This design comes from an exercise in tuning for small area, a short achievable clock period and few clock cycles per item on the open sky130 flow, not from production work. The RTL was checked by simulation tests, not by an equivalence proof against the original design. No activity file was given, so power comes from the tool's default toggle rates.

==> flow/design.v, too long to show whole: its modules and the start of the top module <==
// module mac_adder_tree: 26 lines
// module mac_pipe: 2183 lines
module mac_pipe (
  input  logic               clk,
  input  logic               rst,
  input  logic               in_valid,
  output logic               in_ready,
  input  logic               in_first,
  input  logic               in_last,
  input  logic [71:0]        kernel_in,
  input  logic [71:0]        map_in,
  input  logic signed [31:0] bias,
  input  logic [4:0]         shift,
  output logic               out_valid,
  input  logic               out_ready,
  output logic signed [7:0]  mac_out
);
  // ...
==> flow/flow/run.sh <==
#!/bin/bash
# Layout flow: the standard flow with two changes.
#  1. After the standard synthesis, flow/polarity.py re-chooses which full
#     adders work on complemented signals and swaps simple gates for their
#     De Morgan / complemented-output twins, so fewer inverters remain
#     (registers are left as synthesis made them). Yosys then proves the new
#     netlist equivalent to the standard one (registers paired by name); if
#     that proof fails, the standard netlist is laid out instead.
#  2. Ports are buffered with sky130_fd_sc_hd__buf_1 instead of the default
#     pick; timing repair still resizes them as needed.
# Each tool's output goes to a log file of its own in this folder.
set -euo pipefail
R=orfs/results/${FLOW_PLATFORM:-sky130hd}/mac_pipe/base
LIB=$(ls "$FLOW_HOME"/platforms/${FLOW_PLATFORM:-sky130hd}/lib/sky130_fd_sc_hd__tt_025C_1v80.lib)
bash standard.sh "$(pwd)/$R/1_2_yosys.v" > synth.log 2>&1
cp "$R/1_2_yosys.v" 1_2_yosys.standard.v
python3 flow/polarity.py 1_2_yosys.standard.v 1_2_yosys.polarity.v > polarity.log 2>&1
python3 flow/hide_names.py 1_2_yosys.polarity.v polarity_hidden.v > hide.log 2>&1
sed "s#@LIB@#$LIB#" flow/equiv.ys > equiv.ys
YOSYS=$(command -v yosys || echo "$FLOW_HOME/../tools/install/yosys/bin/yosys")
if "$YOSYS" -q -l equiv.log equiv.ys > equiv.out 2>&1; then
  cp 1_2_yosys.polarity.v "$R/1_2_yosys.v"
  echo "polarity netlist proven equivalent; using it" >> polarity.log
else
  echo "equivalence not proven; keeping the standard netlist" >> polarity.log
fi
BUFFER_PORTS_ARGS="-buffer_cell sky130_fd_sc_hd__buf_1" bash standard.sh finish > layout.log 2>&1
==> flow/flow/equiv.ys <==
read_liberty -ignore_miss_func -overwrite @LIB@
read_verilog 1_2_yosys.standard.v
rename mac_pipe gold
read_verilog polarity_hidden.v
rename mac_pipe gate
hierarchy -check
flatten
proc; async2sync; opt_clean
equiv_make gold gate eq
equiv_simple
equiv_induct
equiv_status -assert
==> flow/flow/hide_names.py <==
#!/usr/bin/env python3
"""Copy a mapped netlist with every cell and net renamed except registers,
their outputs and the ports, so that an equivalence check pairs only those.

Usage: hide_names.py IN.v OUT.v
"""
import re
import sys

src = open(sys.argv[1]).read()
inst_re = re.compile(r"^(\s*)(sky130_fd_sc_hd__\w+)\s+(\S+)\s*\((.*?)\);\s*$", re.S | re.M)
FF = re.compile(r"__(df|edf|sdf)")
keep = set()
for m in inst_re.finditer(src):
    if FF.search(m.group(2)):
        keep.add(re.search(r"\.Q\(\s*(.*?)\s*\)", m.group(4)).group(1))
hdr = re.search(r"module\s+\w+\s*\((.*?)\);", src, re.S)
ports = set(p.strip() for p in hdr.group(1).split(","))

def base(n):
    return re.sub(r"\s*\[\d+\]$", "", n).lstrip("\\")

def ren(m):
    p, n = m.group(1), m.group(2).strip()
    if n in keep or base(n) in ports or n.startswith("1'"):
        return m.group(0)
    return f".{p}(\\zz_{n.lstrip(chr(92)).replace(' ', '')} )"

out = []
pos = 0
for m in inst_re.finditer(src):
    out.append(src[pos:m.start(3)])
    nm = m.group(3)
    if not FF.search(m.group(2)):
        nm = "\\zz_" + nm.lstrip("\\") + " "
    out.append(nm + " (")
    out.append(re.sub(r"\.(\w+)\(\s*(.*?)\s*\)", ren, m.group(4)))
    pos = m.end(4)
out.append(src[pos:])
t = "".join(out)
t = re.sub(r"^\s*wire\s+.*?;\s*$\n", "", t, flags=re.M)
open(sys.argv[2], "w").write(t)
==> flow/flow/polarity.py <==
#!/usr/bin/env python3
"""Re-choose the polarity of full adders and simple gates in a mapped sky130 netlist.

A full adder is self-dual: complementing its three inputs complements both
outputs. Yosys's extract_fa picks each adder's polarity on its own, which
leaves inverters between adders. This script removes the inverters between
cells and lets each full adder work on complemented signals, each simple gate
(and/or/nand/nor, a21/o21, a22/o22, xor/xnor) be swapped for the library cell
that complements its output and/or reads complemented inputs (De Morgan), and
picks these choices by simulated annealing to need as little inverter and gate
area as possible. It then writes the netlist back with one inverter per signal
that some load needs inverted. Registers and all other cells are unchanged.

Usage: polarity.py IN.v OUT.v
"""
import random
import re
import sys

OUT_PINS = {"X", "Y", "Q", "Q_N", "SUM", "COUT", "HI", "LO"}
INV_RE = re.compile(r"^sky130_fd_sc_hd__(inv|clkinv)_\d+$")
FA_RE = re.compile(r"^sky130_fd_sc_hd__fa_\d+$")

src = open(sys.argv[1]).read()

# Split into the module header/body and the cell instances.
inst_re = re.compile(
    r"^(\s*)(sky130_fd_sc_hd__\w+)\s+(\S+)\s*\((.*?)\);\s*$", re.S | re.M)
pin_re = re.compile(r"\.(\w+)\(\s*(.*?)\s*\)(?=\s*,|\s*$)", re.S)

cells = []  # dict(type, name, pins: {pin: net}, span)
for m in inst_re.finditer(src):
    pins = {}
    for p, n in pin_re.findall(m.group(4)):
        pins[p] = n.strip()
    cells.append({"type": m.group(2), "name": m.group(3), "pins": pins,
                  "span": m.span()})

fixed = set()
hdr = re.search(r"module\s+\w+\s*\((.*?)\);", src, re.S)
ports = [p.strip() for p in hdr.group(1).split(",")]
for decl in re.finditer(r"^\s*(input|output|inout)\s+(\[[^\]]*\]\s*)?(\S+)\s*;", src, re.M):
    fixed.add(decl.group(3))
for a in re.finditer(r"^\s*assign\s+(.*?)\s*=\s*(.*?)\s*;", src, re.M):
    for side in (a.group(1), a.group(2)):
        for tok in re.findall(r"\\\S+|[A-Za-z_][\w$]*(?:\s*\[\d+\])?", side):
            fixed.add(tok.replace(" ", ""))

def base(net):
    return re.sub(r"\s*\[\d+\]$", "", net)

def is_fixed(net):
    return net in fixed or base(net) in fixed

driver = {}
loads = {}
for ci, c in enumerate(cells):
    for p, n in c["pins"].items():
        if p in OUT_PINS:
            driver[n] = (ci, p)
        else:
            loads.setdefault(n, []).append((ci, p))

# Removable inverters: output not fixed.
removable = set()
for ci, c in enumerate(cells):
    if INV_RE.match(c["type"]) and not is_fixed(c["pins"]["Y"]):
        removable.add(ci)

def root_of(net):
    k = 0
    while net in driver and driver[net][0] in removable:
        net = cells[driver[net][0]]["pins"]["A"]
        k ^= 1
    return net, k

# Group consumers by root.
roots = {}
for ci, c in enumerate(cells):
    if ci in removable:
        continue
    for p, n in c["pins"].items():
        if p in OUT_PINS:
            continue
        r, k = root_of(n)
        roots.setdefault(r, []).append((ci, p, k))

AREA = {"and2_1": 6.256, "nand2_1": 3.7536, "or2_1": 6.256, "nor2_1": 3.7536,
        "and3_1": 6.256, "nand3_1": 5.0048, "or3_1": 6.256, "nor3_1": 5.0048,
        "a21o_1": 7.5072, "a21oi_1": 5.0048, "o21a_1": 7.5072, "o21ai_0": 5.0048,
        "a22o_1": 8.7584, "a22oi_1": 7.5072, "o22a_1": 8.7584, "o22ai_1": 6.256,
        "xor2_1": 8.7584, "xnor2_1": 8.7584,
        "nand2b_1": 6.256, "and2b_1": 7.5072, "nor2b_1": 6.256, "or2b_1": 7.5072}
# group -> {(out_inverted, in_inverted): type}, relative to the group's base
GROUPS = [
    {(0, 0): "and2_1", (1, 0): "nand2_1", (0, 1): "nor2_1", (1, 1): "or2_1"},
    {(0, 0): "and3_1", (1, 0): "nand3_1", (0, 1): "nor3_1", (1, 1): "or3_1"},
    {(0, 0): "a21o_1", (1, 0): "a21oi_1", (0, 1): "o21ai_0", (1, 1): "o21a_1"},
    {(0, 0): "a22o_1", (1, 0): "a22oi_1", (0, 1): "o22ai_1", (1, 1): "o22a_1"},
    {(0, 0): "xor2_1", (1, 0): "xnor2_1", (0, 1): "xor2_1", (1, 1): "xnor2_1"},
    {(0, 0): "nand2b_1", (1, 0): "and2b_1"},
    {(0, 0): "nor2b_1", (1, 0): "or2b_1"},
]
CODE = {}
for gi, g in enumerate(GROUPS):
    for code, t in g.items():
        if t not in CODE:
            CODE[t] = (gi, code)
INV_COST = 3.7536
OUTNAME = {"and2_1": "X", "nand2_1": "Y", "or2_1": "X", "nor2_1": "Y",
           "and3_1": "X", "nand3_1": "Y", "or3_1": "X", "nor3_1": "Y",
           "a21o_1": "X", "a21oi_1": "Y", "o21a_1": "X", "o21ai_0": "Y",
           "a22o_1": "X", "a22oi_1": "Y", "o22a_1": "X", "o22ai_1": "Y",
           "xor2_1": "X", "xnor2_1": "Y", "nand2b_1": "Y", "and2b_1": "X",
           "nor2b_1": "Y", "or2b_1": "X"}

def short(t):
    return t.replace("sky130_fd_sc_hd__", "")

def outpin(c):
    return [p for p in c["pins"] if p in OUT_PINS][0]

# states[ci] = list of (fo, fi, type, area_delta)
states = {}
for ci, c in enumerate(cells):
    if ci in removable:
        continue
    t = short(c["type"])
    outs = [p for p in c["pins"] if p in OUT_PINS]
    out_fixed = any(is_fixed(c["pins"][o]) for o in outs)
    if FA_RE.match(c["type"]):
        if not out_fixed:
            states[ci] = [(0, 0, t, 0.0), (1, 1, t, 0.0)]
        continue
    if t in CODE and len(outs) == 1:
        gi, (o0, i0) = CODE[t]
        st = []
        for (oc, ic), t2 in GROUPS[gi].items():
            fo, fi = oc ^ o0, ic ^ i0
            if fo and out_fixed:
                continue
            st.append((fo, fi, t2, AREA[t2] - AREA[t]))
        if len(st) > 1:
            states[ci] = st

cur = {ci: next(k for k, x in enumerate(st) if x[0] == 0 and x[1] == 0)
       for ci, st in states.items()}

def fo_of(ci):
    return states[ci][cur[ci]][0] if ci in states else 0

def fi_of(ci):
    return states[ci][cur[ci]][1] if ci in states else 0

def drv_pol(r):
    d = driver.get(r)
    return 0 if d is None else fo_of(d[0])

def cost_root(r):
    dp = drv_pol(r)
    for ci, p, k in roots[r]:
        if dp ^ k ^ fi_of(ci):
            return INV_COST
    return 0

def var_cost(ci):
    return states[ci][cur[ci]][3]

touch = {ci: set() for ci in states}
for r, cons in roots.items():
    d = driver.get(r)
    if d is not None and d[0] in states:
        touch[d[0]].add(r)
    for ci, p, k in cons:
        if ci in states:
            touch[ci].add(r)

def total():
    return sum(cost_root(r) for r in roots) + sum(var_cost(ci) for ci in states)

orig_inv = len(removable)
best = None
best_cost = None
rng = random.Random(1)
order = sorted(states)
import math

def try_delta(ci, k):
    before = sum(cost_root(r) for r in touch[ci]) + var_cost(ci)
    old = cur[ci]
    cur[ci] = k
    after = sum(cost_root(r) for r in touch[ci]) + var_cost(ci)
    cur[ci] = old
    return after - before

def anneal(moves, t0, t1, allowed):
    for step in range(moves):
        temp = t0 * (t1 / t0) ** (step / moves)
        ci = order[rng.randrange(len(order))]
        ks = allowed[ci]
        if len(ks) < 2:
            continue
        k = ks[rng.randrange(len(ks))]
        if k == cur[ci]:
            continue
        d = try_delta(ci, k)
        if d <= 0 or rng.random() < math.exp(-d / temp):
            cur[ci] = k

# phase 1: output flips only (inputs as synthesis left them); phase 2: all
only_fo = {ci: [k for k, x in enumerate(states[ci]) if x[1] == 0 or FA_RE.match(cells[ci]["type"])] for ci in order}
every = {ci: list(range(len(states[ci]))) for ci in order}
for trial in range(int(sys.argv[3]) if len(sys.argv) > 3 else 4):
    for ci in order:
        cur[ci] = next(k for k, x in enumerate(states[ci]) if x[0] == 0 and x[1] == 0)
    anneal(300 * len(order), 6.0, 0.05, only_fo)
    anneal(300 * len(order), 1.5, 0.05, every)
    improved = True
    while improved:
        improved = False
        for ci in order:
            for k in range(len(states[ci])):
                if k != cur[ci] and try_delta(ci, k) < -1e-9:
                    cur[ci] = k
                    improved = True
    c = total()
    print(f"  trial {trial}: cost {c:.1f}", file=sys.stderr)
    if best_cost is None or c < best_cost:
        best_cost = c
        best = dict(cur)
cur = best
n_inv = sum(1 for r in roots if cost_root(r))
n_gate = sum(1 for ci in states if not FA_RE.match(cells[ci]["type"]) and (fo_of(ci) or fi_of(ci)))
n_fa = sum(1 for ci in states if FA_RE.match(cells[ci]["type"]) and fo_of(ci))
print(f"polarity: {n_fa} adders flipped, {orig_inv} inverters removed, "
      f"{n_inv} inverters added, {n_gate} gates changed, "
      f"cost {best_cost:.1f} um2 vs {orig_inv * INV_COST:.1f}", file=sys.stderr)

# Rewrite.
newpins = {}  # ci -> {pin: net}
new_cells = []
new_wires = []
for i, (r, cons) in enumerate(sorted(roots.items())):
    dp = drv_pol(r)
    inv_net = None
    for ci, p, k in cons:
        need_inv = dp ^ k ^ fi_of(ci)
        if need_inv:
            if inv_net is None:
                inv_net = f"polinv_n{i}"
                new_wires.append(inv_net)
                new_cells.append(f"  sky130_fd_sc_hd__inv_1 polinv_{i} (\n    .A({r} ),\n    .Y({inv_net})\n  );\n")
            net = inv_net
        else:
            net = r
        newpins.setdefault(ci, {})[p] = net

out = []
pos = 0
for ci, c in enumerate(cells):
    s, e = c["span"]
    out.append(src[pos:s])
    pos = e
    if ci in removable:
        continue
    pins = dict(c["pins"])
    pins.update(newpins.get(ci, {}))
    typ = c["type"]
    if ci in states and not FA_RE.match(typ):
        t2 = states[ci][cur[ci]][2]
        if t2 != short(typ):
            op = outpin(c)
            pins = {(OUTNAME[t2] if p == op else p): n for p, n in pins.items()}
            typ = "sky130_fd_sc_hd__" + t2
    body = ",\n".join(f"    .{p}({n} )" for p, n in pins.items())
    out.append(f"  {typ} {c['name']} (\n{body}\n  );")
out.append(src[pos:])
text = "".join(out)
# declare new wires and add new cells before endmodule
decl = "".join(f"  wire {w};\n" for w in new_wires)
text = re.sub(r"(module\s+\w+\s*\(.*?\);\n)", lambda m: m.group(1) + decl, text, count=1, flags=re.S)
idx = text.rfind("endmodule")
text = text[:idx] + "".join(new_cells) + text[idx:]
open(sys.argv[2], "w").write(text)
==> flow/standard.sh <==
#!/bin/bash
# synth_recipe.tcl (not shown) runs the flow's synth.tcl, then flattens the netlist and writes it again
# the make line also repeats each setting of config.mk as NAME=value (left out here)
make -C /OpenROAD-flow-scripts/flow DESIGN_CONFIG=/design/flow/config.mk WORK_HOME=/design/flow/orfs CLKGATE_MAP_FILE= SYNTH_SCRIPT=/design/flow/synth_recipe.tcl "${@:-finish}"
==> flow/config.mk <==
export PLATFORM = sky130hd
export DESIGN_NAME = mac_pipe
export DESIGN_NICKNAME = mac_pipe
export VERILOG_FILES = /design/flow/design.v
export SDC_FILE = /design/flow/constraint.sdc
export NUM_CORES = 4
export LEC_CHECK = 0
export ABC_AREA = 1
export CAP_MARGIN = 20
export CORE_MARGIN = 2
export CORE_UTILIZATION = 60
export CTS_CLUSTER_DIAMETER = 80
export CTS_CLUSTER_SIZE = 30
export SETUP_SLACK_MARGIN = 4.0
export SLEW_MARGIN = 20
==> flow/constraint.sdc <==
create_clock -name core_clock -period 7.5 [get_ports {clk}]
set_input_delay 1.5000 -clock core_clock [delete_from_list [all_inputs] [get_ports {clk}]]
set_output_delay 1.5000 -clock core_clock [all_outputs]
set_load 0.01 [all_outputs]
==> metrics.md, run 1 <==
| Metric | Value |
|---|---|
| Vias in the first global route | 21047 |
| Setup Buffers After CTS | 3 |
| Post-layout net count | 3539 |
| Worst VDD drop | 0.00121 V |
| Fin Setup TNS | 0 ns |
| Cts bufs inserted | 19 |
| Crit-path max cell delay | 0.57 ns |
| Worst hold path class | reg -> reg |
| Placed cell area | 27700 um2 |
| Seq cells | 353 |
| Status | complete, no violations |
| Crit path capture | w_b[10] |
| Max reg flops | 186 |
| Startpoint Class | flop |
| Worst path cell trace | fa_1, fa_2, fa_1, fa_1, fa_1, fa_1, and2_1 |
| Min Tclk post-route | 3.55 ns |
| PnR worst setup slack | 3.95 ns |
| Die width | 214 um |
| Clock latency on the worst-skew pair | 0.56 ns |
| Chip height | 214 um |
| Min-Delay Path Depth | 0 |
| Met2 Resource Use GR | 62.2% |
| Worst r2r src | t1[97] |
| Clkbuf count | 21 |
| DR iter-0 viols | 1698 |
| Tightest Pin Transition | 0.928 ns |
| Worst-path maximum fanout | 1 |
| Share of layout cells above drive strength 1 | 7.04% |
| Synth Area per Inst | 9.58 um2 |
| Most used routing layer | met2 |
| Die ar. | 45800 um2 |
| Biggest register | t1 |
| Total grt overflow | 0 |
| M1 wire length | 30400 um |
| Aggregate global-route resource usage | 35.3% |
| Pwr top | combinational logic |
| Clk pwr share | 7.7% |
Testbench counts, summed over its fixed seeds: cycles 7,044, items 7,012.
==> inputs of run 2 (changes only) <==
--- a/flow/design.v
+++ b/flow/design.v
@@ -2146,37 +2146,33 @@
     end else begin
       c1_valid <= take;
       w_valid <= c1_valid;
     end
   end
   logic [31:0] acc;
   logic [31:0] acc_base;
   logic        a_res;
-  logic        a_clr;
   logic [4:0]  a_shift;
-  assign acc_base = (w_first || a_clr) ? 32'd0 : acc;
+  assign acc_base = w_first ? 32'd0 : acc;
   logic [31:0] acc_s;
   logic [31:0] acc_c;
   logic [31:0] acc_next;
   always_comb begin
     for (int i = 0; i < 32; i++) begin
       {acc_c[i], acc_s[i]} = {1'b0, acc_base[i]} + {1'b0, w_a[i]} + {1'b0, w_b[i]};
     end
   end
   assign acc_next = acc_s + {acc_c[30:0], 1'b0};
-  always_ff @(posedge clk) begin
-    acc <= acc_next;
-  end
   always_ff @(posedge clk or posedge rst) begin
     if (rst) begin
-      a_clr <= 1'b1;
+      acc   <= 32'd0;
       a_res <= 1'b0;
     end else begin
-      a_clr <= 1'b0;
+      acc <= acc_next;
       a_res <= w_valid && w_last;
     end
   end
   always_ff @(posedge clk) begin
     a_shift <= w_shift;
   end
   logic signed [32:0] xs;
   logic [31:0]        hi_mask;
==> metrics.md, run 2 <==
| Metric | Value |
|---|---|
| Biggest register | t1 |
| RSZ-0062 raised after global routing | yes |
| Commonest non-fill, non-tap cells in the layout | nand2_1, fa_1, dfxtp_1, inv_1, xnor2_1 |
| Max-slew violation count | 0 |
| Chip height | 215 um (+0.69%) |
| Status | complete, no violations |
| Routability congestion estimate | 1.02 |
| CP Class | reg -> reg |
| # DRC | 0 |
| Sequential share of power | 20.5% |
| Startpoint Class | flop |
| Sum of buffers and inverters on the critical path | 0 |
| First-pass GRT wire length | 121000 um |
| # IOs | 197 |
| Die ar. | 46400 um2 (+1.4%) |
| Clock latency on the worst-skew pair | 0.55 ns (about the same) |
| Pwr per Cell Area | 575 nW/um2 |
| Cts bufs inserted | 19 (unchanged) |
| Tightest Pin Transition | 0.856 ns (-0.0724 ns) |
| Net Sw Frac | 46.7% |
| Vias in the first global route | 20808 (-1.1%) |
| Reg2reg end | w_b[10] |
| Post-Syn Area | 26800 um2 |
| Hold Fails Final Rpt | 0 |
| Post-route ant nets | 0 |
| CTS tree | built |
| Clk pwr share | 7.4% (-0.3 points) |
| Most common cell after layout, fill and taps aside | nand2_1 |
| Max-cap violations | 0 |
| Cells on worst reg2reg path | 7 |
| Worst-path maximum fanout | 1 (unchanged) |
| Die width | 215 um (+0.69%) |
| Clock tree buffer depth | 3 |
| Share of layout cells above drive strength 1 | 7.42% (+0.38 points) |
| Synth Area per Inst | 9.58 um2 (about the same) |
| Post-detail-place hpwl | 66100 um |
| HP Start | w_shift[2] |
| Final Setup Violations | 0 |
| Crit-path max cell delay | 0.58 ns (about the same) |
| Worst path cell trace | fa_2, fa_1, fa_1, fa_2, fa_2, fa_1, and2_1 |
| Total clock sinks | 352 |
| Cells after Synth | 2802 |
| Aggregate global-route resource usage | 34.4% (-0.84 points) |
| Final wirelength | 79200 um |
| Fmax achieved | 0.287 GHz |
| Port buffer count | 196 |
| Routed length per instance | 22.3 um |
| Initial antenna violation count | 0 |
| Reg2Reg Setup Slack | 4.02 ns |
| NetSw | 7.77 mW |
| CTS root buf | clkbuf_16 |
| Final worst path period share | 46.4% |
| DR iter-0 viols | 1878 (+11%) |
| Slowest-stage cell, CP | fa_1 |
| Stages on the worst setup path | 7 |
| Row count | 77 |
| Largest net degree at the start of global routing | 52 |
| Critical Path RT | 7.95 ns |
| Max reg flops | 186 (unchanged) |
| Via count | 20713 |
| Total grt overflow | 0 (unchanged) |
| Worst VDD drop | 0.000878 V (-28%) |
| Worst r2r src | t1[106] |
| Reg area | 7650 um2 |
| Multi-input logic area | 18100 um2 |
| Critical Path End Type | flop |
| Area delta synth->final | 7.95% |
| CTS clk-pin slew, worst paths | 0.11 ns |
| Fin Setup TNS | 0 ns (unchanged) |
| Fin Clk Skew | 0.0249 ns |
| Via density | 5.82 |
| Worst hold path class | reg -> reg |
| H-tree depth | 1 |
| Leak pwr | 12.0 nW |
| Diodes inserted | 0 |
| Delay-heaviest family, CP | adder cells |
| Core area | 44200 um2 |
| Max-slew headroom | 42.9% |
| Combinational fraction of design power | 72.1% |
| Layout fillers | 3715 |
| Internal power | 8.88 mW |
| Post-layout net count | 3564 (+0.71%) |
| Syn nets | 3414 |
| Worst Hold Endpoint | a_shift[2] |
| Hold WS | 0.333 ns |
| Arrival time at the worst endpoint | 3.93 ns |
| Synth warnings | 2 |
| Drt first pass iters | 7 |
| Min Tclk post-route | 3.48 ns (-0.0693 ns) |
| Initial Util | 60.7% |
| Min-Delay Path Depth | 0 (unchanged) |
-- run 2: worst max-delay path by stage --
stage	startpoint	end	slack (ns)
after floorplan	map_in[3]	t1[75]	3.99
after global placement	map_in[51]	t1[33]	3.20
after detailed placement	map_in[41]	t1[6]	3.17
after CTS	t1[99]	w_b[10]	4.00
after global routing	t1[101]	w_b[10]	3.95
final	t1[106]	w_b[10]	4.02
-- run 2: stage by stage --
stage | utilization [%] | cells | setup WS, ns | instance area [um2] | power, mW
floorplan | - | 2802 | 3.99 | 27000 | 10.9
global placement | 63.2 | 3509 | 3.20 | 28000 | 14.4
detailed placement | 63.2 | 3509 | 3.17 | 28000 | 15.0
CTS | 65.1 | 3548 | 4.00 | 28800 | 16.4
global route | 65.5 | 3556 | 3.95 | 29000 | 18.2
finish | 65.5 | 3556 | 4.02 | 29000 | 16.7
-- run 2: what timing repair did --
action | CTS | global route
gates cloned | 2 | 0
endpoints found under the setup margin | 109 | 102
pin swaps | 9 | 14
resized for setup | 49 | 50
hold buffers | 0 | 0
buffers inserted | 4 | 8
-- run 2: area by class of cell --
type	count	area share [%]
flip-flops and latches	352	26.4
well taps	592	2.56
multi-input cells	2137	62.4
inverters	227	3.02
repair inverters	2	0.0518
clock inverters	10	0.596
clock buffers	23	1.77
repair buffers	213	3.17
-- run 2: layer usage --
layer | vias up | GRT usage (%) | part of all wire (%)
met1 | 10178 | 41.6 | 37
met2 | 820 | 60.9 | 51
met3 | 227 | 3.37 | 5.5
li1 | 9488 | - | -
met4 | 0 | 18.7 | 6.6
met5 | - | 0 | 0
-- run 2: power groups by stage --
stage	combinational (mW)	clock, mW	sequential (mW)
detailed placement	11.6	0	3.44
CTS	11.7	1.25	3.41
global route	13.4	1.31	3.47
floorplan	7.81	0	3.09
global placement	11.0	0	3.44
finish	12.0	1.23	3.42
Testbench counts of run 2, summed over its fixed seeds: cycles 7,044, items 7,012.

-- what the ideal ports hide --
In the flow no input, the clock included, has a driving cell. The finished layouts below were timed again as built, in two steps. Step 1 (the two cells are an assumption about what drives the block):
set clk [get_ports {clk}]
set_driving_cell -lib_cell sky130_fd_sc_hd__clkbuf_16 $clk
set_driving_cell -lib_cell sky130_fd_sc_hd__buf_2 [delete_from_list [all_inputs] $clk]
Step 2 times the ports against the registers' clock, not the clock port: input delays grow and output delays shrink by t, the midpoint of the rising clock arrivals with the driver on. Three values: no drivers, after step 1, after step 2; two values: the first two.
run | t, ns | slack for setup (ns) | slew at the worst register clock pin (ns)
run 1 | 0.597 | 3.947 / 3.947 / 3.432 | 0.11 / 0.11
run 2 | 0.589 | 4.017 / 4.017 / 3.487 | 0.12 / 0.12
After both steps setup and hold are still met in every run listed. For run 2, which loses most, drivers alone change the setup slack by 0.000 ns; drivers and shift together by -0.530 ns.
